This is an optimization exercise on Yosys and OpenROAD, whose aim is small area, a short achievable clock period and few clock cycles, not a production implementation.
In this exercise RTL edits were held to simulation tests only and were not proved equivalent to the original.
Power is estimated from default activity; no workload was simulated.

Design param_wallace_multiplier, start of the top module:
module param_wallace_multiplier
#(
    parameter int WIDTH = 32
) (
    input  logic                 clk,
    input  logic                 rst,
    input  logic [WIDTH-1:0]     a,
    input  logic [WIDTH-1:0]     b,
    input  logic                 signed_mode,
    input  logic                 in_valid,
    output logic                 in_ready,
    output logic [2*WIDTH-1:0]   product,
    output logic                 out_valid,
    input  logic                 out_ready
);
For scale: about 2,900 cells after synthesis, roughly 130 flip-flops, roughly 140 I/O pins, ~29,000 um^2 of cells after synthesis.
Settings: LEC_CHECK=0, ABC_CLOCK_PERIOD_IN_PS=5000, CAP_MARGIN=20, CORE_MARGIN=2, CORE_UTILIZATION=55, SETUP_SLACK_MARGIN=4.0, SLEW_MARGIN=20; clock period 10.0 ns.
standard.sh (not shown) runs the stock make flow with config.mk's settings and CLKGATE_MAP_FILE= SYNTH_SCRIPT=/design/flow/synth_recipe.tcl, a recipe that flattens the netlist after the stock synthesis.
==> flow/flow/run.sh <==
#!/bin/bash
# Own layout flow: the standard ORFS flow, with Yosys's generic "abc -fast"
# inside "synth" skipped (SYNTH_ARGS=-noabc). That pass re-maps the
# XOR3/majority full-adder logic before ORFS's extract_fa, which then finds the
# adders in inverted form and leaves an inverter on most adder-to-adder nets.
# Everything else (registers, their names, the final ABC mapping, floorplan,
# placement, CTS, routing) is the standard flow.
set -euo pipefail
bash standard.sh SYNTH_ARGS=-noabc finish > standard_flow.log 2>&1
The starting point passed the timing, design-rule and antenna checks.
Testbench counts at the start, summed over its fixed seeds: cycles 2,408.
Change:
Settings changed: CORE_UTILIZATION 55 to 40, SETUP_SLACK_MARGIN 4.0 to 3.8.
Cell count is higher by about 4.6%.
Cell area shrinks by about 4%.
Via count decreases by 3.9%.
Worst setup slack loses 0.056 ns.
Flip-flop and latch count is unchanged.
Critical path depth rises by 1.
Change:
Settings changed: SETUP_SLACK_MARGIN 3.8 to 4.5.
The changed run completed without violations. Core utilization came out higher by 12 points. Area after synthesis stays the same. Worst setup slack gains 0.38 ns. Routed wire length grows by 20%. Power is higher by 21%. Die area stays the same. Register-to-register slack is worse by 0.14 ns.
Change:
Settings changed: ABC_CLOCK_PERIOD_IN_PS 5000 to 2500, SETUP_SLACK_MARGIN 4.5 to 4.0.
Effect: The changed run passed the timing, design-rule and antenna checks. Routed wire length fell by 18%. Die area does not change. Non-clock buffer count fell by 300. Setup slack degrades by 0.12 ns. Cell area fell by 18%. Via count fell by 11%. Worst hold slack degrades by 0.059 ns. Power fell by 18%. Final cell count fell by 7.0%. Register-to-register slack improves by 1.1 ns.

* * *

== nickel ==
Another version of the RTL of param_wallace_multiplier (not shown whole).
Size in the first run: about 2800 cells after synthesis, about 0.028 sq mm of cells after synthesis.
## param_wallace_multiplier
module param_wallace_multiplier
#(
    parameter int WIDTH = 32
) (
    input  logic                 clk,
    input  logic                 rst,
    input  logic [WIDTH-1:0]     a,
    input  logic [WIDTH-1:0]     b,
    input  logic                 signed_mode,
    input  logic                 in_valid,
    output logic                 in_ready,
    output logic [2*WIDTH-1:0]   product,
    output logic                 out_valid,
    input  logic                 out_ready
);
    logic [121:0] r_q;
    logic [121:0] r_d;
    logic        v_q;
    logic        adv_s;
    logic [51:0] row_x;
    logic [51:0] row_y;
    logic [11:0] lo_x;
    logic [11:0] lo_y;
    logic [12:0] lo_s;
    logic [52:0] hi_s;
    logic [33:0] ax;
    logic [34:0] bx;
    logic [33:0] xa_0;
    logic [33:0] xa_1;
    logic [33:0] xa_2;
    logic [33:0] xa_3;
    logic [33:0] xa_4;
    logic [33:0] xa_5;
    logic [33:0] xa_6;
    logic [33:0] xa_7;
    logic [33:0] xa_8;
    logic [33:0] xa_9;
    logic [33:0] xa_10;
    logic [33:0] xa_11;
    logic [33:0] xa_12;
    logic [33:0] xa_13;
    logic [33:0] xa_14;
    logic [33:0] xa_15;
    logic [33:0] xa_16;
    logic one_0;
    logic two_0;
    logic neg_0;
    logic pp_0_0;
    logic pp_0_1;
    logic pp_0_2;
    logic pp_0_3;
    logic pp_0_4;
    logic pp_0_5;
    logic pp_0_6;
    logic pp_0_7;
    logic pp_0_8;
    logic pp_0_9;
    logic pp_0_10;
    logic pp_0_11;
    logic pp_0_12;
    logic pp_0_13;
    logic pp_0_14;
    logic pp_0_15;
    logic pp_0_16;
    logic pp_0_17;
    logic pp_0_18;
    logic pp_0_19;
    logic pp_0_20;
    logic pp_0_21;
    logic pp_0_22;
    logic pp_0_23;
    logic pp_0_24;
    logic pp_0_25;
    logic pp_0_26;
    logic pp_0_27;
    logic pp_0_28;
    logic pp_0_29;
    logic pp_0_30;
    logic pp_0_31;
    logic pp_0_32;
    logic pp_0_33;
    logic one_1;
    logic two_1;
    logic neg_1;
    logic pp_1_0;
    logic pp_1_1;
    logic pp_1_2;
    logic pp_1_3;
    logic pp_1_4;
    logic pp_1_5;
    logic pp_1_6;
    logic pp_1_7;
    logic pp_1_8;
    logic pp_1_9;
    logic pp_1_10;
    logic pp_1_11;
    logic pp_1_12;
    logic pp_1_13;
    logic pp_1_14;
    logic pp_1_15;
    logic pp_1_16;
    logic pp_1_17;
    logic pp_1_18;
    logic pp_1_19;
    logic pp_1_20;
    logic pp_1_21;
    logic pp_1_22;
    logic pp_1_23;
  ...
Settings: LEC_CHECK=0, ABC_CLOCK_PERIOD_IN_PS=5000, CAP_MARGIN=20, CORE_MARGIN=2, CORE_UTILIZATION=40, CTS_BUF_LIST=sky130_fd_sc_hd__clkbuf_8, CTS_CLUSTER_SIZE=30, SETUP_SLACK_MARGIN=4.0, SLEW_MARGIN=20; clock period 10.0 ns.
Scripts as last shown in full above: flow/flow/run.sh
nickel: all stages complete, timing, DRC and antenna checks passed
Testbench counts of nickel, summed over its fixed seeds: cycles 2,408.
Relative to nickel, the following input files were edited for delta:
Settings: clearing CTS_CLUSTER_SIZE, which used to be 30; clearing CTS_BUF_LIST, which used to be sky130_fd_sc_hd__clkbuf_8; swapping 4.0 for 3.9 in SETUP_SLACK_MARGIN.
--- outcome ---
When the final numbers for nickel and delta were put side by side, the last weighted congestion value of the routability-driven placer turned out to be smaller in nickel.
The largest net degree at the start of global routing number comes out higher for delta vs nickel.
After detailed routing, nickel needs less wire than delta.
Row worst relative slew slack: delta higher / nickel lower
Layout inverter count without the clock tree, nickel and delta, lower one = nickel.
Changes observed in delta relative to nickel: global-route wire length before repair went up, smallest hold slack now sits higher.
For nickel, the start point of the critical path was signed_mode, unlike delta, where it was r_q[8].
The following lists how raven was set up differently from delta:
Settings: CTS_BUF_LIST now sky130_fd_sc_hd__clkbuf_4 sky130_fd_sc_hd__clkbuf_8, previously not set.
Notes after the runs:
- raven: clock transition at the register clock pins on the worst setup and hold paths after CTS is 0.02 ns higher than what delta reported.
- The non-clock buffer count number comes out lower for delta vs raven.
- delta and raven ended up with nearly the same final routed wire length divided by cell count.

* * *

param_wallace_multiplier with an RTL version that a note above also has.
Size in the first run: about 130 flip-flops, about 27000 um2 of cells after synthesis.
Design param_wallace_multiplier, start of the top module:
module param_wallace_multiplier
#(
    parameter int WIDTH = 32
) (
    input  logic                 clk,
    input  logic                 rst,
    input  logic [WIDTH-1:0]     a,
    input  logic [WIDTH-1:0]     b,
    input  logic                 signed_mode,
    input  logic                 in_valid,
    output logic                 in_ready,
    output logic [2*WIDTH-1:0]   product,
    output logic                 out_valid,
    input  logic                 out_ready
);
export LEC_CHECK = 0
export ABC_CLOCK_PERIOD_IN_PS = 5000
export CAP_MARGIN = 20
export CORE_MARGIN = 2
export CORE_UTILIZATION = 40
export SETUP_SLACK_MARGIN = 4.0
export SLEW_MARGIN = 20
create_clock -name core_clock -period 10.0 [get_ports {clk}]
==> flow/flow/run.sh <==
#!/bin/bash
# Own layout flow: the standard ORFS flow, with Yosys's generic "abc -fast"
# inside "synth" skipped (SYNTH_ARGS=-noabc). That pass re-maps the
# XOR3/majority full-adder logic before ORFS's extract_fa, which then finds the
# adders in inverted form and leaves an inverter on most adder-to-adder nets.
# Everything else (registers, their names, the final ABC mapping, floorplan,
# placement, CTS, routing) is the standard flow.
set -euo pipefail
bash standard.sh SYNTH_ARGS=-noabc SYNTH_OPERATIONS_ARGS=-nordff finish > standard_flow.log 2>&1
The first run went through all stages and came out clean.
Testbench counts at the start, summed over its fixed seeds: cycles 2,408.
==> next run, changes <==
--- a/flow/flow/run.sh
+++ b/flow/flow/run.sh
@@ -7,3 +7,3 @@
 # placement, CTS, routing) is the standard flow.
 set -euo pipefail
-bash standard.sh SYNTH_ARGS=-noabc SYNTH_OPERATIONS_ARGS=-nordff finish > standard_flow.log 2>&1
+bash standard.sh SYNTH_ARGS=-noabc finish > standard_flow.log 2>&1
Settings changed: ABC_AREA set to 1.
Result: The changed run finished clean. Core utilization stays flat. Maximum frequency climbs by 2.2%. Final cell count increases by 33%. Non-clock buffer count goes down by 42. Register-to-register slack improves by 0.31 ns. Clock power came out lower by about 1%. Routed wire length rises by 22%. Worst setup slack is better by 0.13 ns. Sequential share of layout area is lower by 1.2 points. Clock-buffer cell count rose by 1.
==> next run, changes <==
Settings changed: ABC_AREA 1 to unset, SETUP_SLACK_MARGIN 4.0 to 3.0.
Combinational power went down by about 20%; via count went down by 14%; worst setup slack got worse by 0.78 ns; final cell count went down by about 21%; core utilization went down by 5.4 points; clock-buffer cell count is unchanged; routed wire length went down by about 15%.
==> next run, changes <==
Settings changed: SETUP_SLACK_MARGIN 3.0 to 4.15.
Effect: The new run passed the timing, design-rule and antenna checks. Wire length rises by 7.2%. Sequential share of layout area fell by 1.7 points. First-iteration DRC count came out higher by 14%. Synthesized area does not change. Sequential cell count stays the same. Worst setup slack improved by 0.94 ns. Synthesized cell count stays the same. Register-to-register slack gets better by 0.64 ns. Non-clock buffer count went up by 180. Design area goes up by 16%.

* * *

Setup of run 1:
param_wallace_multiplier with an RTL version that a note above also has.
Size in the first run: ~2,800 cells after synthesis, roughly 140 I/O pins, roughly 28,000 µm² of cells after synthesis.
==> flow/config.mk <==
export PLATFORM = sky130hd
export DESIGN_NAME = param_wallace_multiplier
export DESIGN_NICKNAME = param_wallace_multiplier
export VERILOG_FILES = /design/flow/design.v
export SDC_FILE = /design/flow/constraint.sdc
export NUM_CORES = 4
export LEC_CHECK = 0
export ABC_CLOCK_PERIOD_IN_PS = 5000
export CAP_MARGIN = 20
export CORE_MARGIN = 2
export CORE_UTILIZATION = 40
export SETUP_SLACK_MARGIN = 4.0
export SLEW_MARGIN = 20
==> flow/constraint.sdc <==
create_clock -name core_clock -period 10.0 [get_ports {clk}]
set_input_delay 2.0000 -clock core_clock [delete_from_list [all_inputs] [get_ports {clk}]]
set_output_delay 2.0000 -clock core_clock [all_outputs]
set_load 0.01 [all_outputs]
==> flow/flow/run.sh <==
#!/bin/bash
# Own layout flow: the standard ORFS flow, with Yosys's generic "abc -fast"
# inside "synth" skipped (SYNTH_ARGS=-noabc). That pass re-maps the
# XOR3/majority full-adder logic before ORFS's extract_fa, which then finds the
# adders in inverted form and leaves an inverter on most adder-to-adder nets.
# Everything else (registers, their names, the final ABC mapping, floorplan,
# placement, CTS, routing) is the standard flow.
set -euo pipefail
bash standard.sh SYNTH_ARGS=-noabc SETUP_MOVE_SEQUENCE=unbuffer,sizeup,swap,buffer finish > standard_flow.log 2>&1
Testbench counts of run 1, summed over its fixed seeds: cycles 2,408.
Setup changes, run 1 to run 2
-- flow/flow/run.sh --
<<< run 1, line 7
# placement, CTS, routing) is the standard flow.
set -euo pipefail
bash standard.sh SYNTH_ARGS=-noabc SETUP_MOVE_SEQUENCE=unbuffer,sizeup,swap,buffer finish > standard_flow.log 2>&1
>>> run 2, line 7
# placement, CTS, routing) is the standard flow.
set -euo pipefail
bash standard.sh SYNTH_ARGS=-noabc finish > standard_flow.log 2>&1
==> comparison <==
In the reports for run 2 and run 1, the larger starting DRC count in detailed routing belongs to run 2. Final cell count without fillers is higher on run 2. Run 1 → run 2: reported combinational group power held steady; wire length of the first global-routing pass grew by 3.2%; total wire length after detailed routing grew by about 5%; global-route usage over all layers grew by 0.97 points; ratio of routed vias to standard cells grew by about 0.7%. Changes observed in run 2 relative to run 1: relative contribution of the clock network to total power saw little to no change; non-clock buffer count saw an increase; total of cells resized after clock tree synthesis went down 104. Run 1 has higher final critical delay including setup and external delays than run 2.
What run 3 does differently from run 2 at the input level:
- SETUP_SLACK_MARGIN now 4.5, was 4.0
-- flow/flow/run.sh --
<<< run 2, line 7
# placement, CTS, routing) is the standard flow.
set -euo pipefail
bash standard.sh SYNTH_ARGS=-noabc finish > standard_flow.log 2>&1
>>> run 3, line 7
# placement, CTS, routing) is the standard flow.
set -euo pipefail
bash standard.sh SYNTH_ARGS=-noabc SETUP_MOVE_SEQUENCE=unbuffer,sizeup,swap finish > standard_flow.log 2>&1
Findings:
[compare] base=run 2 new=run 3: final standard cell count with taps included and fillers excluded fell by 133; worst reg-to-reg path cell count fell by 1; routed length on met1 rose by 1900 µm. Any difference in wire length after detailed routing between run 2 and run 3 is small enough to ignore. In run 3, the total power came out 4.1% above the value in run 2. Between run 3 and run 2, count of clock-buffer cells in the layout is higher for run 3, run 2 comes in under that. Fraction of the cycle the final worst path needs was higher in run 3 than in run 2. The lower power consumed by combinational cells of run 3 and run 2 is in run 2. Run 3 vs run 2, met3 capacity usage during global routing went down by 1.0 points.

[what the ideal ports hide]
The flow's constraints put no driver on any port. The routed layouts listed below were extracted and timed again, unchanged, in two steps. Step 1, drivers: a clkbuf_16 drives clk and a buf_2 each remaining input, both assumed. Step 2 also shifts input and output timing later by t, the mid clock arrival at the registers, as if the neighbouring blocks saw the same clock. Three values: no drivers, after step 1, after step 2; two values: the first two.
run	t, ns	setup slack, ns	pins driven straight from the clock port
the first run of note 1	0.557	3.853 / 3.896 / 3.339	1
the second run of note 1	0.548	3.797 / 3.828 / 3.280	1
the third run of note 1	0.552	4.175 / 4.179 / 3.627	1
the fourth run of note 1	0.559	4.059 / 3.992 / 3.546	1
nickel	0.603	3.932 / 3.972 / 3.368	1
delta	0.553	3.882 / 3.818 / 3.344	1
raven	0.621	3.892 / 3.867 / 3.245	1
the first run of note 3	0.562	3.782 / 3.722 / 3.428	1
the second run of note 3	0.478	3.915 / 3.953 / 3.474	1
the third run of note 3	0.556	3.136 / 3.174 / 2.618	1
the fourth run of note 3	0.558	4.073 / 4.065 / 3.559	1
run 1	0.541	3.634 / 3.643 / 3.102	1
run 2	0.538	3.997 / 3.932 / 3.489	1
run 3	0.546	3.775 / 3.794 / 3.248	1
After both steps every run listed still meets setup and hold. For raven, which loses most, drivers alone change the setup slack by -0.025 ns; drivers and shift together by -0.647 ns.
